This design comes from an exercise in tuning for small area on the open sky130 flow, not from production work.
Power figures rest on the tool's default switching activity, not on a simulated workload.

build 96:
// tx_alc_guard
module tx_alc_guard (
    input  logic        aclk,
    input  logic        aresetn,
    input  logic        s_tvalid,
    output logic        s_tready,
    input  logic [95:0] s_tdata,
    output logic        m_tvalid,
    input  logic        m_tready,
    output logic [31:0] m_tdata,
    input  logic        cfg_we,
    input  logic [2:0]  cfg_addr,
    input  logic [15:0] cfg_wdata
);
    logic                        q_valid, q_ready;
    logic [tag_pkg::EV_BITS-1:0] q_event;
    tag_front u_front (
        .aclk(aclk), .aresetn(aresetn), .s_tvalid(s_tvalid), .s_tready(s_tready),
        .s_tdata(s_tdata), .q_valid(q_valid), .q_ready(q_ready), .q_event(q_event)
    );
    tag_back u_back (
        .aclk(aclk), .aresetn(aresetn), .cfg_we(cfg_we), .cfg_addr(cfg_addr),
        .cfg_wdata(cfg_wdata), .q_valid(q_valid), .q_ready(q_ready),
        .q_event(q_event), .m_tvalid(m_tvalid), .m_tready(m_tready), .m_tdata(m_tdata)
    );
endmodule
Size in the first run: roughly 470 flip-flops.
Settings: LEC_CHECK=0, CAP_MARGIN=20, CORE_MARGIN=2, CORE_UTILIZATION=40, CTS_BUF_LIST=sky130_fd_sc_hd__clkbuf_16, CTS_CLUSTER_DIAMETER=100, CTS_CLUSTER_SIZE=30, SLEW_MARGIN=20; clock period 10.0 ns.
run.sh (not shown) runs the stock make flow with config.mk's settings and CLKGATE_MAP_FILE= SYNTH_SCRIPT=/design/flow/synth_recipe.tcl, a recipe that flattens the netlist after the stock synthesis.
Build 96: done, clean on timing, DRC and antenna
Input-level comparison between build 42 and build 96:
-- flow/config.mk --
<<< build 96, line 11
export CTS_BUF_LIST = sky130_fd_sc_hd__clkbuf_16
export CTS_CLUSTER_DIAMETER = 100
export CTS_CLUSTER_SIZE = 30
>>> build 42, line 11
[summary]
- Build 42 vs build 96, data arrival time of the critical path went up by 90 ps.
- Build 42 against build 96: proportion of layout cells with a drive suffix above 1 now larger; first-pass GRT wire length now larger; clock group share of total power now larger; register-to-register slack now smaller; cell area now larger.
- Between build 42 and build 96, the sequential power does not differ in any meaningful way.
- Compared with build 96, build 42 shows final critical delay including setup and external delays higher by 55 ps.
- On total clock buffers created by CTS, the higher figure sits with build 42, not build 96.
- As of build 42, total power consumption of the routed design had risen by a little under 10% compared to build 96.
- Build 42: first-iteration DRC count lower than build 96
Inputs modified between build 42 and build 24:
-- flow/config.mk --
<<< build 42, line 11
>>> build 24, line 11
export CTS_BUF_LIST = sky130_fd_sc_hd__clkbuf_8
export CTS_CLUSTER_DIAMETER = 60
export CTS_CLUSTER_SIZE = 18
Results
Where worst-case hold slack is concerned, build 42 is outperformed by build 24. Build 24 against build 42: post-route total power fell by 5.8%, minimum period implied by the final worst setup slack fell by 69 ps, highest ir drop seen on vdd rose by 1.2%.
## Diff of input files: build 22 against build 24
==> flow/flow/run.sh (new file) <==
#!/bin/bash
set -euo pipefail
bash standard.sh \
  BUFFER_PORTS_ARGS="-buffer_cell sky130_fd_sc_hd__buf_1" \
  CTS_ARGS="-sink_clustering_enable -repair_clock_nets -dont_use_dummy_load -buf_list sky130_fd_sc_hd__clkbuf_16 -sink_clustering_size 30 -sink_clustering_max_diameter 100" \
  finish > flow.log 2>&1
==> flow/standard.sh (new file) <==
#!/bin/bash
# synth_recipe.tcl (not shown) runs the flow's synth.tcl, then flattens the netlist and writes it again
# the make line also repeats each setting of config.mk as NAME=value (left out here)
make -C /OpenROAD-flow-scripts/flow DESIGN_CONFIG=/design/flow/config.mk WORK_HOME=/design/flow/orfs CLKGATE_MAP_FILE= SYNTH_SCRIPT=/design/flow/synth_recipe.tcl "${@:-finish}"
-- flow/config.mk --
<<< build 24, line 11
export CTS_BUF_LIST = sky130_fd_sc_hd__clkbuf_8
export CTS_CLUSTER_DIAMETER = 60
export CTS_CLUSTER_SIZE = 18
>>> build 22, line 11
removed: flow/run.sh
Findings:
Looking at the reports, build 22 completed the entire flow and the layout it produced met the timing, DRC and antenna checks.
Relative to build 24, the relative contribution of the clock network to total power of build 22 is lower by 2.7 points.
Worst hold margin delta (build 22 − build 24): favourable
Build 22 against build 24: worst slack after detailed placement -52 ps; sequential portion of the cell area now larger.
Function was not checked in any run of this note: the RTL went through the layout flow alone.

==> port drivers added, routing unchanged <==
The flow's constraints put no driver on any port. The routed layouts listed below were extracted and timed again, unchanged, in two steps. Step 1: set_driving_cell puts a clkbuf_16 on aclk and a buf_2 on each other input, an assumption about the parent block. Step 2 moves the port delays by t, midway between the first and last clock arrival at a register: inputs arrive t later, outputs are due t later. That takes back most of the time a late clock gives input paths. a / b / c = ideal ports / drivers / drivers and shift; a / b = the first two.
run | t, ns | setup WS [ns] | hold WS [ns] | worst setup path at the end | worst register clock-pin slew, ns
build 96 | 0.659 | 0.639 / 0.639 / 0.639 | 0.528 / 0.528 / 0.528 | register to register | 0.12 / 0.12
build 42 | 0.671 | 0.584 / 0.584 / 0.584 | 0.522 / 0.522 / 0.522 | register to register | 0.07 / 0.07
build 24 | 0.723 | 0.653 / 0.653 / 0.653 | 0.527 / 0.527 / 0.527 | register to register | 0.12 / 0.12
build 22 | 0.641 | 0.534 / 0.534 / 0.534 | 0.552 / 0.552 / 0.552 | register to register | 0.12 / 0.12
After both steps setup and hold are still met in every run listed.
